Source: an optimization exercise on an open RTL-to-GDS flow (aim: a short achievable clock period and few clock cycles per item). Production flows keep margins and buffers that such runs may drop. No run shown here included a check of the RTL's function; only the layout flow was run. Power and IR drop assume default switching activity.

## flow/design.v

```verilog
package ppmfd_pkg;
    localparam int AXIS_CHANNELS = 4;
    localparam int CH_W          = 2;
    localparam int US_W          = 16;
    localparam int AXIS_W        = 8;
    localparam int CFG_IDX_W     = 3;
    localparam int DIV_CNT_W     = $clog2(AXIS_W);
    typedef logic [US_W-1:0]      t_us;
    typedef logic [AXIS_W-1:0]    t_axis;
    typedef logic [CFG_IDX_W-1:0] t_cfg_idx;
    typedef logic [CH_W-1:0]      t_ch;
    localparam t_cfg_idx CFG_CALIBRATE  = t_cfg_idx'(0);
    localparam t_cfg_idx CFG_BUTTON_THR = t_cfg_idx'(1);
    localparam t_cfg_idx CFG_SYNC_MIN   = t_cfg_idx'(2);
    localparam t_cfg_idx CFG_SYNC_MAX   = t_cfg_idx'(3);
    localparam t_cfg_idx CFG_CAL_STEP   = t_cfg_idx'(4);
    localparam t_cfg_idx CFG_JITTER     = t_cfg_idx'(5);
    localparam logic RST_CALIBRATE  = 1'b1;
    localparam t_us  RST_BUTTON_THR = t_us'(1500);
    localparam t_us  RST_SYNC_MIN   = t_us'(5000);
    localparam t_us  RST_SYNC_MAX   = t_us'(20000);
    localparam t_us  RST_CAL_STEP   = t_us'(200);
    localparam t_us  RST_JITTER     = t_us'(20);
    localparam t_us  RST_BOUND      = t_us'(1500);
    localparam t_axis AXIS_FULL = t_axis'(255);
endpackage
module ppmfd_add #(
    parameter int W = 16
) (
    input  logic [W-1:0] i_a,
    input  logic [W-1:0] i_b,
    input  logic         i_cin,
    output logic [W-1:0] o_sum,
    output logic         o_cout
);
    localparam int LV = $clog2(W);
    wire [(LV+1)*W-1:0] w_g;
    wire [(LV+1)*W-1:0] w_p;
    wire [W-1:0]        w_x;
    assign w_x        = i_a ^ i_b;
    assign w_p[W-1:0] = w_x;
    assign w_g[W-1:0] = (i_a & i_b) | {{(W-1){1'b0}}, w_x[0] & i_cin};
    genvar l, i;
    generate
        for (l = 0; l < LV; l++) begin : g_lv
            for (i = 0; i < W; i++) begin : g_bit
                if (i >= (1 << l)) begin : g_op
                    assign w_g[(l+1)*W+i] = w_g[l*W+i] | (w_p[l*W+i] & w_g[l*W+i-(1<<l)]);
                    assign w_p[(l+1)*W+i] = w_p[l*W+i] & w_p[l*W+i-(1<<l)];
                end else begin : g_pass
                    assign w_g[(l+1)*W+i] = w_g[l*W+i];
                    assign w_p[(l+1)*W+i] = w_p[l*W+i];
                end
            end
        end
    endgenerate
    if (W > 1) begin : g_wide
        assign o_sum = w_x ^ {w_g[LV*W +: W-1], i_cin};
    end else begin : g_narrow
        assign o_sum = w_x ^ i_cin;
    end
    assign o_cout = w_g[LV*W+W-1];
endmodule
module ppmfd_sub #(
    parameter int W = 16
) (
    input  logic [W-1:0] i_a,
    input  logic [W-1:0] i_b,
    output logic [W-1:0] o_diff,
    output logic         o_lt
);
    logic w_cout;
    ppmfd_add #(.W(W)) u_add (.i_a(i_a), .i_b(~i_b), .i_cin(1'b1), .o_sum(o_diff), .o_cout(w_cout));
    assign o_lt = !w_cout;
endmodule
module ppmfd_sub3 #(
    parameter int W = 18
) (
    input  logic [W-1:0] i_x,
    input  logic [W-1:0] i_y,
    input  logic [W-1:0] i_z,
    output logic [W-1:0] o_diff
);
    logic [W-1:0] w_y, w_z, w_s, w_k;
    logic         w_cout;
    assign w_y = ~i_y;
    assign w_z = ~i_z;
    assign w_s = i_x ^ w_y ^ w_z;
    assign w_k = (i_x & w_y) | (i_x & w_z) | (w_y & w_z);
    ppmfd_add #(.W(W)) u_add (.i_a(w_s), .i_b({w_k[W-2:0], 1'b1}), .i_cin(1'b1),
                              .o_sum(o_diff), .o_cout(w_cout));
endmodule
module ppm_frame_decoder_calibrated #(
    parameter int FRAME_SLOTS = 7
) (
    input  logic         i_clk,
    input  logic         i_rst_n,
    input  logic         i_in_valid,
    output logic         o_in_ready,
    input  ppmfd_pkg::t_us i_in_interval_us,
    output logic         o_out_valid,
    input  logic         i_out_ready,
    output ppmfd_pkg::t_axis o_out_axis_x,
    output ppmfd_pkg::t_axis o_out_axis_y,
    output ppmfd_pkg::t_axis o_out_axis_rx,
    output ppmfd_pkg::t_axis o_out_axis_ry,
    output logic         o_out_button_a,
    output logic         o_out_button_b,
    input  logic         i_cfg_valid,
    output logic         o_cfg_ready,
    input  ppmfd_pkg::t_cfg_idx i_cfg_idx,
    input  ppmfd_pkg::t_us i_cfg_data
);
    localparam int NCH    = ppmfd_pkg::AXIS_CHANNELS;
    localparam int W      = ppmfd_pkg::US_W;
    localparam int AW     = ppmfd_pkg::AXIS_W;
    localparam int SLOT_W = $clog2(FRAME_SLOTS);
    localparam logic [SLOT_W-1:0] LAST_SLOT  = SLOT_W'(FRAME_SLOTS - 1);
    localparam int BTN_A_SLOT = NCH + 1;
    localparam int BTN_B_SLOT = NCH + 2;
    localparam int CH_Y  = 0;
    localparam int CH_RY = 1;
    localparam int CH_RX = 2;
    localparam int CH_X  = 3;
    localparam int FIFO_D  = 2;
    localparam int FIFO_AW = 1;
    localparam int RES_W   = 4 * AW + 2;
    localparam int OWED_OPEN = FIFO_D;
    localparam int OWED_W    = 3;
    localparam int DIV_STEPS = AW / 2;
    localparam int TW        = W + 4;
    logic                 r_rst;
    logic                 r_iv;
    ppmfd_pkg::t_us       r_iv_data;
    logic                 r_cv;
    ppmfd_pkg::t_cfg_idx  r_cv_idx;
    ppmfd_pkg::t_us       r_cv_data;
    logic                 r_ready;
    always_ff @(posedge i_clk) begin
        r_rst     <= !i_rst_n;
        r_iv      <= i_in_valid && r_ready && i_rst_n;
        r_cv      <= i_cfg_valid && r_ready && i_rst_n;
        r_iv_data <= i_in_interval_us;
        r_cv_idx  <= i_cfg_idx;
        r_cv_data <= i_cfg_data;
    end
    assign o_in_ready  = r_ready;
    assign o_cfg_ready = r_ready;
    logic           r_calibrate;
    ppmfd_pkg::t_us r_button_thr;
    ppmfd_pkg::t_us r_sync_min;
    ppmfd_pkg::t_us r_sync_max;
    ppmfd_pkg::t_us r_cal_step;
    ppmfd_pkg::t_us r_jitter;
    logic [SLOT_W-1:0] r_slot;
    ppmfd_pkg::t_us    r_store [FRAME_SLOTS];
    logic              r_resync;
    ppmfd_pkg::t_us    r_min   [NCH];
    ppmfd_pkg::t_us    r_max   [NCH];
    ppmfd_pkg::t_us    r_prev  [NCH];
    ppmfd_pkg::t_axis  r_axis  [NCH];
    logic [DIV_STEPS+2:0] r_stage;
    ppmfd_pkg::t_us r_diff [NCH];
    ppmfd_pkg::t_us r_span [NCH];
    logic           r_j    [NCH];
    logic           r_in   [NCH];
    logic           r_full [NCH];
    logic           r_btn_a, r_btn_b;
    ppmfd_pkg::t_us   r_rem [NCH];
    ppmfd_pkg::t_axis r_sh  [NCH];
    logic [OWED_W-1:0]  r_owed;
    logic               r_out_valid;
    logic [RES_W-1:0]   r_out;
    logic [RES_W-1:0]   r_fifo [FIFO_D];
    logic [FIFO_AW-1:0] r_rd, r_wr;
    logic [FIFO_AW:0]   r_cnt;
    logic [SLOT_W-1:0] n_slot;
    logic              w_sync_hit;
    logic              w_close;
    logic              w_drop;
    logic              w_good;
    logic              w_above_min;
    logic              w_below_max;
    logic              w_s0_low;
    ppmfd_pkg::t_us    w_unused0, w_unused1, w_unused2;
    ppmfd_sub #(.W(W)) u_sync_lo (.i_a(r_sync_min), .i_b(r_iv_data), .o_diff(w_unused0), .o_lt(w_above_min));
    ppmfd_sub #(.W(W)) u_sync_hi (.i_a(r_iv_data), .i_b(r_sync_max), .o_diff(w_unused1), .o_lt(w_below_max));
    ppmfd_sub #(.W(W)) u_s0      (.i_a(r_store[0]), .i_b(r_sync_min), .o_diff(w_unused2), .o_lt(w_s0_low));
    always_comb begin
        n_slot     = (r_slot == LAST_SLOT) ? '0 : r_slot + SLOT_W'(1);
        w_sync_hit = r_resync && w_above_min && w_below_max;
        w_close    = r_iv && (n_slot == LAST_SLOT);
        w_drop     = !w_sync_hit && w_s0_low;
        w_good     = w_close && !w_drop;
    end
    logic [NCH-1:0][W+1:0] w_lo_room;
    logic [NCH-1:0][W+1:0] w_hi_room;
    logic [NCH-1:0][W+1:0] w_jit_dn;
    logic [NCH-1:0][W+1:0] w_jit_up;
    logic [NCH-1:0][W-1:0] w_p_lo;
    logic [NCH-1:0][W-1:0] w_hi_p;
    logic [NCH-1:0][W-1:0] w_hi_lo;
    logic [NCH-1:0][W-1:0] w_lo_p;
    logic [NCH-1:0][W-1:0] w_p_prev;
    logic [NCH-1:0]        w_p_lt_lo;
    logic [NCH-1:0]        w_lo_lt_p;
    logic [NCH-1:0]        w_hi_lt_p;
    logic [NCH-1:0]        w_p_lt_hi;
    logic [NCH-1:0]        w_lo_lt_hi;
    logic [NCH-1:0]        w_p_lt_prev;
    logic                  w_thr_lt_a, w_thr_lt_b;
    ppmfd_pkg::t_us        w_unused3, w_unused4;
    logic         w_cal_lo   [NCH];
    logic         w_cal_hi   [NCH];
    logic         w_j        [NCH];
    ppmfd_pkg::t_us w_a_diff [NCH];
    ppmfd_pkg::t_us w_a_span [NCH];
    logic         w_a_in     [NCH];
    logic         w_a_full   [NCH];
    genvar gc;
    generate
        for (gc = 0; gc < NCH; gc++) begin : g_a
            ppmfd_sub3 #(.W(W+2)) u_lo_room (.i_x({2'b0, r_min[gc]}), .i_y({2'b0, r_store[gc+1]}),
                                             .i_z({2'b0, r_cal_step}), .o_diff(w_lo_room[gc]));
            ppmfd_sub3 #(.W(W+2)) u_hi_room (.i_x({2'b0, r_store[gc+1]}), .i_y({2'b0, r_max[gc]}),
                                             .i_z({2'b0, r_cal_step}), .o_diff(w_hi_room[gc]));
            ppmfd_sub3 #(.W(W+2)) u_jit_dn  (.i_x({2'b0, r_prev[gc]}), .i_y({2'b0, r_store[gc+1]}),
                                             .i_z({2'b0, r_jitter}), .o_diff(w_jit_dn[gc]));
            ppmfd_sub3 #(.W(W+2)) u_jit_up  (.i_x({2'b0, r_store[gc+1]}), .i_y({2'b0, r_prev[gc]}),
                                             .i_z({2'b0, r_jitter}), .o_diff(w_jit_up[gc]));
            ppmfd_sub #(.W(W)) u_p_lo  (.i_a(r_store[gc+1]), .i_b(r_min[gc]),     .o_diff(w_p_lo[gc]),   .o_lt(w_p_lt_lo[gc]));
            ppmfd_sub #(.W(W)) u_lo_p  (.i_a(r_min[gc]),     .i_b(r_store[gc+1]), .o_diff(w_lo_p[gc]),   .o_lt(w_lo_lt_p[gc]));
            ppmfd_sub #(.W(W)) u_hi_p  (.i_a(r_max[gc]),     .i_b(r_store[gc+1]), .o_diff(w_hi_p[gc]),   .o_lt(w_hi_lt_p[gc]));
            ppmfd_sub #(.W(W)) u_p_hi  (.i_a(r_store[gc+1]), .i_b(r_max[gc]),     .o_diff(),             .o_lt(w_p_lt_hi[gc]));
            ppmfd_sub #(.W(W)) u_lo_hi (.i_a(r_min[gc]),     .i_b(r_max[gc]),     .o_diff(),             .o_lt(w_lo_lt_hi[gc]));
            ppmfd_sub #(.W(W)) u_hi_lo (.i_a(r_max[gc]),     .i_b(r_min[gc]),     .o_diff(w_hi_lo[gc]),  .o_lt());
            ppmfd_sub #(.W(W)) u_p_pv  (.i_a(r_store[gc+1]), .i_b(r_prev[gc]),    .o_diff(w_p_prev[gc]), .o_lt(w_p_lt_prev[gc]));
        end
    endgenerate
    ppmfd_sub #(.W(W)) u_btn_a (.i_a(r_button_thr), .i_b(r_store[BTN_A_SLOT]), .o_diff(w_unused3), .o_lt(w_thr_lt_a));
    ppmfd_sub #(.W(W)) u_btn_b (.i_a(r_button_thr), .i_b(r_store[BTN_B_SLOT]), .o_diff(w_unused4), .o_lt(w_thr_lt_b));
    always_comb begin
        for (int c = 0; c < NCH; c++) begin
            w_cal_lo[c]  = r_calibrate && w_p_lt_lo[c] && w_lo_room[c][W+1];
            w_cal_hi[c]  = r_calibrate && w_hi_lt_p[c] && w_hi_room[c][W+1];
            w_j[c]       = w_p_lt_prev[c] ? w_jit_dn[c][W+1] : w_jit_up[c][W+1];
            w_a_diff[c]  = w_cal_lo[c] ? '0 : w_p_lo[c];
            if (w_cal_lo[c])      w_a_span[c] = w_cal_hi[c] ? '0 : w_hi_p[c];
            else if (w_cal_hi[c]) w_a_span[c] = w_p_lo[c];
            else                  w_a_span[c] = w_hi_lo[c];
            w_a_in[c]    = !w_cal_lo[c] && !w_cal_hi[c] && w_lo_lt_hi[c]
                           && w_lo_lt_p[c] && w_p_lt_hi[c];
            if (w_cal_lo[c])      w_a_full[c] = 1'b0;
            else if (w_cal_hi[c]) w_a_full[c] = w_lo_lt_p[c];
            else                  w_a_full[c] = w_lo_lt_hi[c] && !w_p_lt_hi[c];
        end
    end
    logic [NCH-1:0][W-1:0]  w_rem0;
    logic [NCH-1:0][AW-1:0] w_sh0;
    logic [NCH-1:0][TW-1:0] w_t1;
    logic [NCH-1:0][TW-1:0] w_t2;
    logic [NCH-1:0][TW-1:0] w_t3;
    logic [TW-1:0]    w_trial [NCH];
    ppmfd_pkg::t_us   w_rem_next [NCH];
    logic [1:0]       w_digit [NCH];
    generate
        for (gc = 0; gc < NCH; gc++) begin : g_div
            ppmfd_add #(.W(W)) u_rem0 (.i_a(r_diff[gc]), .i_b(~{{AW{1'b0}}, r_diff[gc][W-1:AW]}),
                                       .i_cin(r_diff[gc][AW-1:0] == '0), .o_sum(w_rem0[gc]), .o_cout());
            ppmfd_add #(.W(AW)) u_sh0 (.i_a(~r_diff[gc][AW-1:0]), .i_b('0), .i_cin(1'b1),
                                       .o_sum(w_sh0[gc]), .o_cout());
            ppmfd_sub  #(.W(TW)) u_t1 (.i_a(w_trial[gc]), .i_b({4'b0, r_span[gc]}),
                                       .o_diff(w_t1[gc]), .o_lt());
            ppmfd_sub  #(.W(TW)) u_t2 (.i_a(w_trial[gc]), .i_b({3'b0, r_span[gc], 1'b0}),
                                       .o_diff(w_t2[gc]), .o_lt());
            ppmfd_sub3 #(.W(TW)) u_t3 (.i_x(w_trial[gc]), .i_y({4'b0, r_span[gc]}),
                                       .i_z({3'b0, r_span[gc], 1'b0}), .o_diff(w_t3[gc]));
        end
    endgenerate
    always_comb begin
        for (int c = 0; c < NCH; c++) begin
            w_trial[c] = {2'b0, r_rem[c], r_sh[c][AW-1:AW-2]};
            if (!w_t3[c][TW-1]) begin
                w_digit[c]    = 2'd3;
                w_rem_next[c] = w_t3[c][W-1:0];
            end else if (!w_t2[c][TW-1]) begin
                w_digit[c]    = 2'd2;
                w_rem_next[c] = w_t2[c][W-1:0];
            end else if (!w_t1[c][TW-1]) begin
                w_digit[c]    = 2'd1;
                w_rem_next[c] = w_t1[c][W-1:0];
            end else begin
                w_digit[c]    = 2'd0;
                w_rem_next[c] = w_trial[c][W-1:0];
            end
        end
    end
    logic             w_f_v;
    ppmfd_pkg::t_axis w_axis_new [NCH];
    logic [RES_W-1:0] w_res;
    always_comb begin
        w_f_v = r_stage[DIV_STEPS+2];
        for (int c = 0; c < NCH; c++) begin
            if (r_j[c]) begin
                if (r_in[c])        w_axis_new[c] = r_sh[c];
                else if (r_full[c]) w_axis_new[c] = ppmfd_pkg::AXIS_FULL;
                else                w_axis_new[c] = '0;
            end else begin
                w_axis_new[c] = r_axis[c];
            end
        end
        w_res = {w_axis_new[CH_X], w_axis_new[CH_Y], w_axis_new[CH_RX], w_axis_new[CH_RY],
                 r_btn_a, r_btn_b};
    end
    logic w_take;
    logic w_free;
    logic w_push_fifo;
    logic w_pop_fifo;
    logic [OWED_W-1:0] w_owed_up;
    always_comb begin
        w_take      = r_out_valid && i_out_ready;
        w_free      = !r_out_valid || i_out_ready;
        w_pop_fifo  = w_free && (r_cnt != '0);
        w_push_fifo = w_f_v && !(w_free && (r_cnt == '0));
        w_owed_up   = r_owed + OWED_W'(w_good);
    end
    always_ff @(posedge i_clk) begin
        if (w_free) begin
            if (r_cnt != '0) r_out <= r_fifo[r_rd];
            else             r_out <= w_res;
        end
        r_out_valid <= i_rst_n && !r_rst && (r_out_valid && !i_out_ready
                                              || r_cnt != '0 || w_f_v);
        if (w_push_fifo) r_fifo[r_wr] <= w_res;
        if (r_rst) begin
            r_rd    <= '0;
            r_wr    <= '0;
            r_cnt   <= '0;
            r_owed  <= '0;
            r_ready <= 1'b1;
        end else begin
            if (w_pop_fifo)  r_rd <= r_rd + FIFO_AW'(1);
            if (w_push_fifo) r_wr <= r_wr + FIFO_AW'(1);
            r_cnt   <= r_cnt + (FIFO_AW+1)'(w_push_fifo) - (FIFO_AW+1)'(w_pop_fifo);
            r_owed  <= w_owed_up - OWED_W'(w_take);
            r_ready <= (w_owed_up <= OWED_W'(OWED_OPEN));
        end
    end
    always_ff @(posedge i_clk) begin
        if (r_rst) begin
            r_calibrate  <= ppmfd_pkg::RST_CALIBRATE;
            r_button_thr <= ppmfd_pkg::RST_BUTTON_THR;
            r_sync_min   <= ppmfd_pkg::RST_SYNC_MIN;
            r_sync_max   <= ppmfd_pkg::RST_SYNC_MAX;
            r_cal_step   <= ppmfd_pkg::RST_CAL_STEP;
            r_jitter     <= ppmfd_pkg::RST_JITTER;
            r_slot       <= '0;
            r_resync     <= 1'b0;
            r_stage      <= '0;
            for (int k = 0; k < FRAME_SLOTS; k++) begin
                r_store[k] <= '0;
            end
            for (int k = 0; k < NCH; k++) begin
                r_min[k]  <= ppmfd_pkg::RST_BOUND;
                r_max[k]  <= ppmfd_pkg::RST_BOUND;
                r_prev[k] <= '0;
                r_axis[k] <= '0;
            end
        end else begin
            if (r_cv) begin
                case (r_cv_idx)
                    ppmfd_pkg::CFG_CALIBRATE:  r_calibrate  <= r_cv_data[0];
                    ppmfd_pkg::CFG_BUTTON_THR: r_button_thr <= r_cv_data;
                    ppmfd_pkg::CFG_SYNC_MIN:   r_sync_min   <= r_cv_data;
                    ppmfd_pkg::CFG_SYNC_MAX:   r_sync_max   <= r_cv_data;
                    ppmfd_pkg::CFG_CAL_STEP:   r_cal_step   <= r_cv_data;
                    ppmfd_pkg::CFG_JITTER:     r_jitter     <= r_cv_data;
                    default: ;
                endcase
            end
            if (r_iv) begin
                r_store[n_slot] <= r_iv_data;
                if (w_sync_hit) begin
                    r_store[0] <= r_iv_data;
                    r_slot     <= '0;
                    r_resync   <= 1'b0;
                end else begin
                    r_slot <= n_slot;
                end
                if (w_close && w_drop) begin
                    r_resync <= 1'b1;
                end
            end
            r_stage <= {r_stage[DIV_STEPS+1:0], w_good};
            if (r_stage[0]) begin
                for (int c = 0; c < NCH; c++) begin
                    if (w_cal_lo[c]) r_min[c] <= r_store[c + 1];
                    if (w_cal_hi[c]) r_max[c] <= r_store[c + 1];
                    r_prev[c] <= r_store[c + 1];
                end
            end
            if (w_f_v) begin
                for (int c = 0; c < NCH; c++) begin
                    r_axis[c] <= w_axis_new[c];
                end
            end
        end
    end
    always_ff @(posedge i_clk) begin
        if (r_stage[0]) begin
            for (int c = 0; c < NCH; c++) begin
                r_diff[c] <= w_a_diff[c];
                r_span[c] <= w_a_span[c];
                r_j[c]    <= w_j[c];
                r_in[c]   <= w_a_in[c];
                r_full[c] <= w_a_full[c];
            end
            r_btn_a <= !w_thr_lt_a;
            r_btn_b <= !w_thr_lt_b;
        end
        for (int c = 0; c < NCH; c++) begin
            if (r_stage[1]) begin
                r_rem[c] <= w_rem0[c];
                r_sh[c]  <= w_sh0[c];
            end else begin
                r_rem[c] <= w_rem_next[c];
                r_sh[c]  <= {r_sh[c][AW-3:0], w_digit[c]};
            end
        end
    end
    assign o_out_valid = r_out_valid;
    assign {o_out_axis_x, o_out_axis_y, o_out_axis_rx, o_out_axis_ry,
            o_out_button_a, o_out_button_b} = r_out;
endmodule
```

## flow/constraint.sdc

```tcl
create_clock -name core_clock -period 10.0 [get_ports {i_clk}]
set_input_delay 2.0000 -clock core_clock [delete_from_list [all_inputs] [get_ports {i_clk}]]
set_output_delay 2.0000 -clock core_clock [all_outputs]
set_load 0.01 [all_outputs]
```

## flow/run.sh

```bash
#!/bin/bash
# synth_recipe.tcl (not shown) runs the flow's synth.tcl, then flattens the netlist and writes it again
# the make line also repeats each setting of config.mk as NAME=value (left out here)
make -C /OpenROAD-flow-scripts/flow DESIGN_CONFIG=/design/flow/config.mk WORK_HOME=/design/flow/orfs CLKGATE_MAP_FILE= SYNTH_SCRIPT=/design/flow/synth_recipe.tcl finish
```

## flow/config.mk

```make
export PLATFORM = sky130hd
export DESIGN_NAME = ppm_frame_decoder_calibrated
export DESIGN_NICKNAME = ppm_frame_decoder_calibrated
export VERILOG_FILES = /design/flow/design.v
export SDC_FILE = /design/flow/constraint.sdc
export NUM_CORES = 4
export LEC_CHECK = 0
export CAP_MARGIN = 20
export CORE_MARGIN = 2
export CORE_UTILIZATION = 60
export PLACE_DENSITY = 0.7
export SETUP_SLACK_MARGIN = 5
export SLEW_MARGIN = 20
```

==> results_dict.tcl, run 1 <==
set metrics [dict create \
    run_status "complete, no violations" \
    nNetsFinal 8777 \
    final_common_cell "sky130_fd_sc_hd__ha_1" \
    setup.worst_path.start_class "register" \
    dpl.hpwl_mm 149.1 \
    clock_tree.root_cell "sky130_fd_sc_hd__clkbuf_16" \
    peak_supply_drop_mv 0.1332 \
    grt_start_max_net_pins 166 \
    grt_antenna_before_repair 5 \
    viasPerCell 6.012 \
    finalCriticalPeriod_ns 4.747 \
    postSynthAreaPerCell_um2 9.322 \
    dieWidth_um 342.9 \
    synthesized_netlist_cell_count 7393 \
    share_seq_of_total_power 0.303 \
    drive_gt1_frac 0.04530 \
    net-switching-power_mw 5.325 \
    clock_latency_ns 0.72 \
    top_level_ports 77 \
    synth.net_count 8766 \
    synth-seq-area-share 0.2887 \
    synthToLayoutAreaGrowth_pct 8.050 \
    cts.path.max_buffers 3 \
    synthesis.area_um2 68920 \
    portBuffers 76 \
    cts_sinks 816 \
    switching_share 0.3804 \
    timing.slew.headroom 0.2663 \
    synth_ff_type "sky130_fd_sc_hd__dfxtp_1" \
    worst-setup-path-type "reg2reg" \
    post-route-drc-count 0 \
    yosysWarningCount 45 \
    grt_use_total 0.3255 \
    rsz0062_at_grt "false" \
    max_slew.worst_pin.slew_ns 1.101 \
    critical_register_to_register_path_startpoint "r_cal_step[1]" \
    p_total_mw 14.00 \
    rrSetupSlack_ns 5.25 \
    grt_pass1_vias 52070 \
    worst-endpoint-arrival_ns 5.29 \
    hold_viol 0 \
    grt_pass1_wl_mm 299.5 \
    floorplan.initialDensity 0.6035 \
    tns_ns 0 \
    final.setup_skew_ns 0.03981 \
    ys_types 103 \
    die_height_um 342.9 \
    final_cell_mix "1009 x sky130_fd_sc_hd__ha_1, 699 x sky130_fd_sc_hd__inv_1, 599 x sky130_fd_sc_hd__nand2_1" \
    timing.fmax_mhz 210.6 \
    end_point_of_the_critical_path "r_min[0][9]" \
    final-setup-viol-count 0 \
    power.static_leakage_nw 31.65 \
    clock_tree.htree_level_count 3 \
    synth_enable_flop_cells 356 \
    drt_first_pass_iters 6 \
    final_min_period_over_clock_period 0.4747 \
    globalplace.congestion 0.9388 \
    die_area_um2 117600 \
    routed_wire_length_per_instance_um 21.40 \
    coreArea_um2 114200 \
    async_flop_share 0 \
    post-synth-top-area-fraction 0.1832 \
    drtIter0Drc 4547 \
    cell_internal_power_dissipation_mw 8.675 \
    final_antenna_net_count 0 \
    tritoncts "yes" \
    post_cts_clock_slew_at_the_launch_and_capture_registers_of_the_worst_setup_and_hold_paths_ns 0.06 \
    critical_path.endpoint_type "register" \
    grt_overflow_total 0 \
    maxSlewViolCount 0 \
    synth-seq-cells 816 \
    path_max_fanout 46 \
    dr_total_vias 54080 \
    synth_top_area_cell "sky130_fd_sc_hd__ha_1" \
    hold_buffers 0 \
    power.clock.fraction 0.259 \
    cellPowerDensity_nw_per_um2 188.0 \
    cp_data_required_time_ns 10.54 \
    drt-total-wl_mm 192.5 \
    rr_worst_depth 16 \
    combinationalPowerShare 0.438 \
    hold_path.class "reg2reg" \
    crit_start "r_cal_step[1]" \
    rows 124 \
    tritoncts.num_buffers 92 \
    r2r-end "r_min[0][9]" \
    synth_area_leaders "sky130_fd_sc_hd__ha_1 18%, sky130_fd_sc_hd__edfxtp_1 16%, sky130_fd_sc_hd__dfxtp_1 13%" \
    max_cap_violations 0 \
]
==> worst min path at each step <==
stage,from,endpoint,slack [ns],cells after the start
after floorplan,r_stage[2],r_stage[3],0.41,1
after global placement,r_stage[2],r_stage[3],0.42,1
after detailed placement,r_stage[4],r_stage[5],0.43,1
after CTS,r_stage[5],r_stage[6],0.44,1
after global routing,r_stage[5],r_stage[6],0.46,1
final,r_stage[5],r_stage[6],0.44,1
==> registers in the layout, indices dropped and copies added, names as in the netlist, 32 cells and up, named ones only <==
name / flops
r_store: 112
r_span: 64
r_max: 64
r_fifo: 68
r_axis: 32
r_rem: 64
r_sh: 32
r_diff: 64
r_out: 34
r_prev: 64
r_min: 64
==> power by group through the flow <==
| stage | logic (mW) | registers (mW) | clock network [mW] |
|---|---|---|---|
| global placement | 5.88 | 4.30 | 0 |
| detailed placement | 6.00 | 4.30 | 0 |
| finish | 6.14 | 4.24 | 3.63 |
| global route | 6.81 | 4.27 | 3.79 |
| CTS | 6.07 | 4.23 | 3.67 |
| floorplan | 4.64 | 4.19 | 0 |
==> what timing repair did <==
item,CTS,global route
pin swaps,0,0
resized for setup,1,3
endpoints found under the setup margin,6,12
setup buffers,0,0
==> stage by stage <==
stage	instance area (um^2)	worst slack, ns	hold slack (ns)	instances	utilization
6_report	74470	5.253	0.4411	8996	0.6521
5_1_grt	74460	5.009	0.4565	8995	0.6521
4_1_cts	74440	5.067	0.4448	8994	0.6519
3_5_place_dp	71170	4.757	0.4276	8821	0.6233
3_3_place_gp	71170	4.797	0.4185	8821	0.6233
2_1_floorplan	68920	5.553	0.4138	7393	-
==> per-layer routing <==
| metal | GRT usage | vias to the layer above | wire length, um |
|---|---|---|---|
| li1 | - | 26020 | - |
| met4 | 0.09480 | 4 | 5819 |
| met2 | 0.5008 | 1730 | 84270 |
| met5 | 0 | - | 24 |
| met3 | 0.05746 | 304 | 15190 |
| met1 | 0.4693 | 26030 | 87220 |
==> cells by family after synthesis <==
logic type      count (synthesis)  synth area share
compound gates               1900            0.1772
simple gates                 1835            0.1246
xor+xnor                      340           0.04321
flops                         816            0.2887
mux                           247           0.03656
buf+inv                       920           0.05216
fa+ha+maj                    1335            0.2776
==> cells in the mapped netlist, drive strengths merged (71+ instances only) <==
| master | number |
|---|---|
| nand3 | 89 |
| nor2 | 524 |
| a21oi | 592 |
| a21o | 189 |
| o21a | 160 |
| o21ai | 383 |
| dfxtp | 460 |
| nand2 | 602 |
| nor2b | 155 |
| nor3 | 117 |
| nand2b | 99 |
| a211oi | 71 |
| mux2i | 209 |
| xnor2 | 222 |
| o211ai | 128 |
| edfxtp | 356 |
| xor2 | 118 |
| buf | 71 |
| inv | 705 |
| clkbuf | 144 |
| fa | 324 |
| ha | 1009 |
==> final cells by class <==
| class | count | area, um^2 |
|---|---|---|
| Antenna cell | 1 | 2.502 |
| Tap cell | 1512 | 1892 |
| Fill cell | 9519 | 39720 |
| Timing Repair Buffer | 132 | 1216 |
| Sequential cell | 816 | 19910 |
| Multi-Input combinational cell | 5657 | 45530 |
| Clock buffer | 124 | 2756 |
| Clock inverter | 49 | 505.5 |
| Inverter | 705 | 2650 |
==> critical path: stages, from the launching register on <==
cell	delay, ns
sky130_fd_sc_hd__dfxtp_1	0.38
sky130_fd_sc_hd__clkinvlp_4	0.30
sky130_fd_sc_hd__buf_4	0.31
sky130_fd_sc_hd__fa_1	0.55
sky130_fd_sc_hd__ha_1	0.22
sky130_fd_sc_hd__o21a_1	0.17
sky130_fd_sc_hd__o21a_1	0.16
sky130_fd_sc_hd__o21ai_0	0.35
sky130_fd_sc_hd__a21oi_1	0.15
sky130_fd_sc_hd__a2111oi_2	0.38
sky130_fd_sc_hd__o31ai_1	0.22
sky130_fd_sc_hd__a21oi_4	0.15
sky130_fd_sc_hd__buf_6	0.30
sky130_fd_sc_hd__and2_1	0.34
sky130_fd_sc_hd__buf_4	0.33
sky130_fd_sc_hd__mux2i_1	0.22
sky130_fd_sc_hd__nor2_1	0.05
==> run 2, diff against run 1 <==
==> flow/flow/run.sh (new file) <==
#!/bin/bash
MARGIN=${MARGIN:-7}
sed -E "s/SETUP_SLACK_MARGIN=[^ ]+/SETUP_SLACK_MARGIN=${MARGIN}/" standard.sh > standard_margin.sh
bash standard_margin.sh > standard.log 2>&1
status=$?
tail -5 standard.log
exit $status
==> flow/standard.sh (new file) <==
#!/bin/bash
# synth_recipe.tcl (not shown) runs the flow's synth.tcl, then flattens the netlist and writes it again
# the make line also repeats each setting of config.mk as NAME=value (left out here)
make -C /OpenROAD-flow-scripts/flow DESIGN_CONFIG=/design/flow/config.mk WORK_HOME=/design/flow/orfs CLKGATE_MAP_FILE= SYNTH_SCRIPT=/design/flow/synth_recipe.tcl "${@:-finish}"
--- a/flow/config.mk
+++ b/flow/config.mk
@@ -7,7 +7,7 @@
 export LEC_CHECK = 0
 export CAP_MARGIN = 20
 export CORE_MARGIN = 2
-export CORE_UTILIZATION = 60
-export PLACE_DENSITY = 0.7
+export CORE_UTILIZATION = 40
+export PLACE_DENSITY = 0.6
 export SETUP_SLACK_MARGIN = 5
 export SLEW_MARGIN = 20
removed: flow/run.sh
==> results_dict.tcl, run 2 <==
set metrics [dict create \
    post-route-drc-count 0 \
    worst-endpoint-arrival_ns 4.24 \
    hold_buffers 0 \
    synth.net_count 8766 \
    yosysWarningCount 45 \
    post_synth_mux_area_share 0.03656 \
    nNetsFinal 9331 \
    post_cts_clock_slew_at_the_launch_and_capture_registers_of_the_worst_setup_and_hold_paths_ns 0.06 \
    floorplan.initialDensity 0.4022 \
    largest_register_ff_count 112 \
    post-synth-top-count-cell "sky130_fd_sc_hd__ha_1" \
    synthToLayoutAreaGrowth_pct 24.85 \
    max_slew.worst_pin.slew_ns 1.248 \
    grt_overflow_total 0 \
    hold_path.class "reg2reg" \
    run_status "complete, no violations" \
    globalplace.congestion 0.9195 \
    registers.top_by_ff_count "r_store" \
    power.static_leakage_nw 35.88 \
    max_cap_violations 0 \
    met2RoutedLength_mm 101.3 \
    grt_start_max_net_pins 155 \
    synth_top_family_by_area "adder cells" \
    rrSetupSlack_ns 6.24 \
    p_total_mw 16.35 \
    layout_top_registers "r_store x112, r_fifo x68" \
    final_cell_count_no_fill 10360 \
    setup.worst_path.start_class "register" \
    final_antenna_net_count 0 \
    cellPowerDensity_nw_per_um2 190.1 \
    drtIter0Drc 3931 \
    drt_first_pass_iters 5 \
    clock_tree.root_cell "sky130_fd_sc_hd__clkbuf_16" \
    cts.path.max_buffers 3 \
    die_height_um 419.1 \
    timing.slew.headroom 0.1671 \
    post_synth_and_or_nand_nor_area_fraction 0.1246 \
    place_inst 9622 \
    placement.cell_area_um2 72620 \
    final_cell_mix "978 x sky130_fd_sc_hd__ha_1, 621 x sky130_fd_sc_hd__inv_1, 489 x sky130_fd_sc_hd__nand2_1" \
    drt-met1-wl_mm 100.1 \
    grt_pass1_wl_mm 332.8 \
    portBuffers 76 \
    dr_total_vias 57250 \
    crit_path_top_delay_cell "sky130_fd_sc_hd__a2111o_2" \
    synth_top_area_cell "sky130_fd_sc_hd__ha_1" \
    maxSlewViolCount 0 \
    synth_ff_type "sky130_fd_sc_hd__dfxtp_1" \
    drive_gt1_frac 0.2062 \
    top_signal_layer_used "met5" \
    synth_enable_flop_cells 356 \
    yosys.area_share.adder 0.2776 \
    grt_use_total 0.2434 \
    path_max_fanout 5 \
    clock_latency_ns 0.76 \
    rsz0062_at_grt "true" \
    dpl.hpwl_mm 154.3 \
    dieWidth_um 419.1 \
    cp_data_required_time_ns 10.48 \
    cell_family_with_the_largest_share_of_critical_path_delay "compound AO/OA/AOI/OAI gates" \
    postSynthAreaPerCell_um2 9.322 \
    tritoncts.num_buffers 98 \
    clock_tree.htree_level_count 3 \
    tritoncts "yes" \
    synth-seq-area-share 0.2887 \
    finalCriticalPeriod_ns 3.762 \
    cts_sinks 816 \
    coreArea_um2 171400 \
    final-setup-viol-count 0 \
    tns_ns 0 \
    fin_area_um2 86050 \
    final.setup_skew_ns 0.04545 \
    post-synth-top-area-fraction 0.1832 \
    synth_area_leaders "sky130_fd_sc_hd__ha_1 18%, sky130_fd_sc_hd__edfxtp_1 16%, sky130_fd_sc_hd__dfxtp_1 13%" \
    synthesis.area_um2 68920 \
    timing.critical_path.buf_inv 4 \
    synthesized_netlist_cell_count 7393 \
    grt_pass1_vias 55870 \
    xor_xnor_fraction_of_synth_area 0.04321 \
    worst-setup-path-type "reg2reg" \
    timing.critical_path.cells "clkinvlp_4 -> buf_8 -> fa_2 -> ha_4 -> o2111ai_4 -> a21oi_2 -> a2111oi_4 -> nor2_1 -> o21ai_1 -> nand2_1 -> a2111o_2 -> buf_12 -> clkbuf_16 -> mux2i_1 -> o21ai_2" \
    hold_viol 0 \
    async_flop_share 0 \
    die_area_um2 175600 \
    critical-path-max-stage-delay_ns 0.56 \
    final_min_period_over_clock_period 0.3762 \
    holdWs_ns 0.4396 \
    final_common_cell "sky130_fd_sc_hd__ha_1" \
    drt-total-wl_mm 222.3 \
    grt_antenna_before_repair 5 \
    yosys-top-cells-count "1009 x sky130_fd_sc_hd__ha_1, 702 x sky130_fd_sc_hd__inv_1, 599 x sky130_fd_sc_hd__nand2_1" \
    met3_length_mm 12.63 \
    routed_wire_length_per_instance_um 21.46 \
    synth-seq-cells 816 \
    rows 152 \
    peak_supply_drop_mv 0.1405 \
    viasPerCell 5.526 \
    synth-compound-area-share 0.1772 \
    top_level_ports 77 \
    timing.fmax_mhz 265.8 \
    ys_types 103 \
    critical_path.endpoint_type "register" \
]
==> run 2: power breakdown <==
part	internal (mW)	leakage [nW]	switching [mW]	total (mW)
Clock	2.21	1.68	1.58	3.79
Combinational	3.89	27.0	4.45	8.34
Sequential	3.87	7.21	0.353	4.22
==> run 2: kinds of logic (layout without fill, tap and decap cells) <==
| logic type | Yosys count | count (layout) |
|---|---|---|
| buf+inv | 920 | 1542 |
| mux | 247 | 247 |
| simple gates | 1835 | 1858 |
| xor+xnor | 340 | 340 |
| compound gates | 1900 | 1906 |
| flops | 816 | 816 |
| fa+ha+maj | 1335 | 1335 |
| other cells | 0 | 6 |
==> run 2: worst paths after layout <==
check | cells after the start | end | start
max | 15 | r_span[0][10] | r_cal_step[2]
min | 1 | r_stage[3] | r_stage[2]
max reg2reg | 15 | r_span[0][10] | r_cal_step[2]
min reg2reg | 1 | r_stage[3] | r_stage[2]
==> run 2: through the flow <==
stage / setup slack [ns] / utilization
3_3_place_gp: 5.509 / 0.4235
2_1_floorplan: 6.491 / -
5_1_grt: 6.174 / 0.5021
3_5_place_dp: 5.615 / 0.4238
4_1_cts: 6.437 / 0.4813
6_report: 6.238 / 0.5021
==> run 2: repair_timing <==
item / in CTS / in global routing
cloned: 65 / 15
setup endpoints to repair: 534 / 411
setup buffers: 342 / 123
gates resized for setup: 831 / 542
pin swaps: 256 / 262
==> run 2: layer usage <==
metal / vias up / GRT usage
met2: 1616 / 0.3878
met1: 28080 / 0.3369
met3: 335 / 0.03302
li1: 27220 / -
met5: - / 0
met4: 2 / 0.08542
==> run 2: cell type report <==
class                      count  area [um^2]
antenna                        6        15.01
clock buffer                 142         2937
clock inverter                44        486.7
fill                       15350        85310
inverter                     705         2756
multi-input combinational   5686        49870
sequential                   816        19970
tap                         2310         2890
timing repair buffer         651         7121

static timing again, ports no longer ideal:
No port has a modelled driver above. Below, the same layouts with a new extraction and two added sets of constraints.
Step 1: set_driving_cell puts a clkbuf_16 on i_clk and a buf_2 on each other input, an assumption about the parent block.
Step 2 also shifts input and output timing later by t, the mid clock arrival at the registers, as if the neighbouring blocks saw the same clock.
Three values: ideal ports, drivers, drivers and shift; two values: the first two.
run | t, ns | slack for setup (ns) | hold slack, ns | clock arrival spread, ns
run 1 | 0.784 | 5.253 / 5.253 / 4.776 | 0.441 / 0.441 / 0.441 | 0.045 / 0.045
run 2 | 0.811 | 6.238 / 6.238 / 6.238 | 0.440 / 0.440 / 0.440 | 0.047 / 0.047
After both steps setup and hold are still met in every run listed. The setup slack of run 1, which loses most, moves by 0.000 ns with the drivers and by -0.477 ns with both steps.
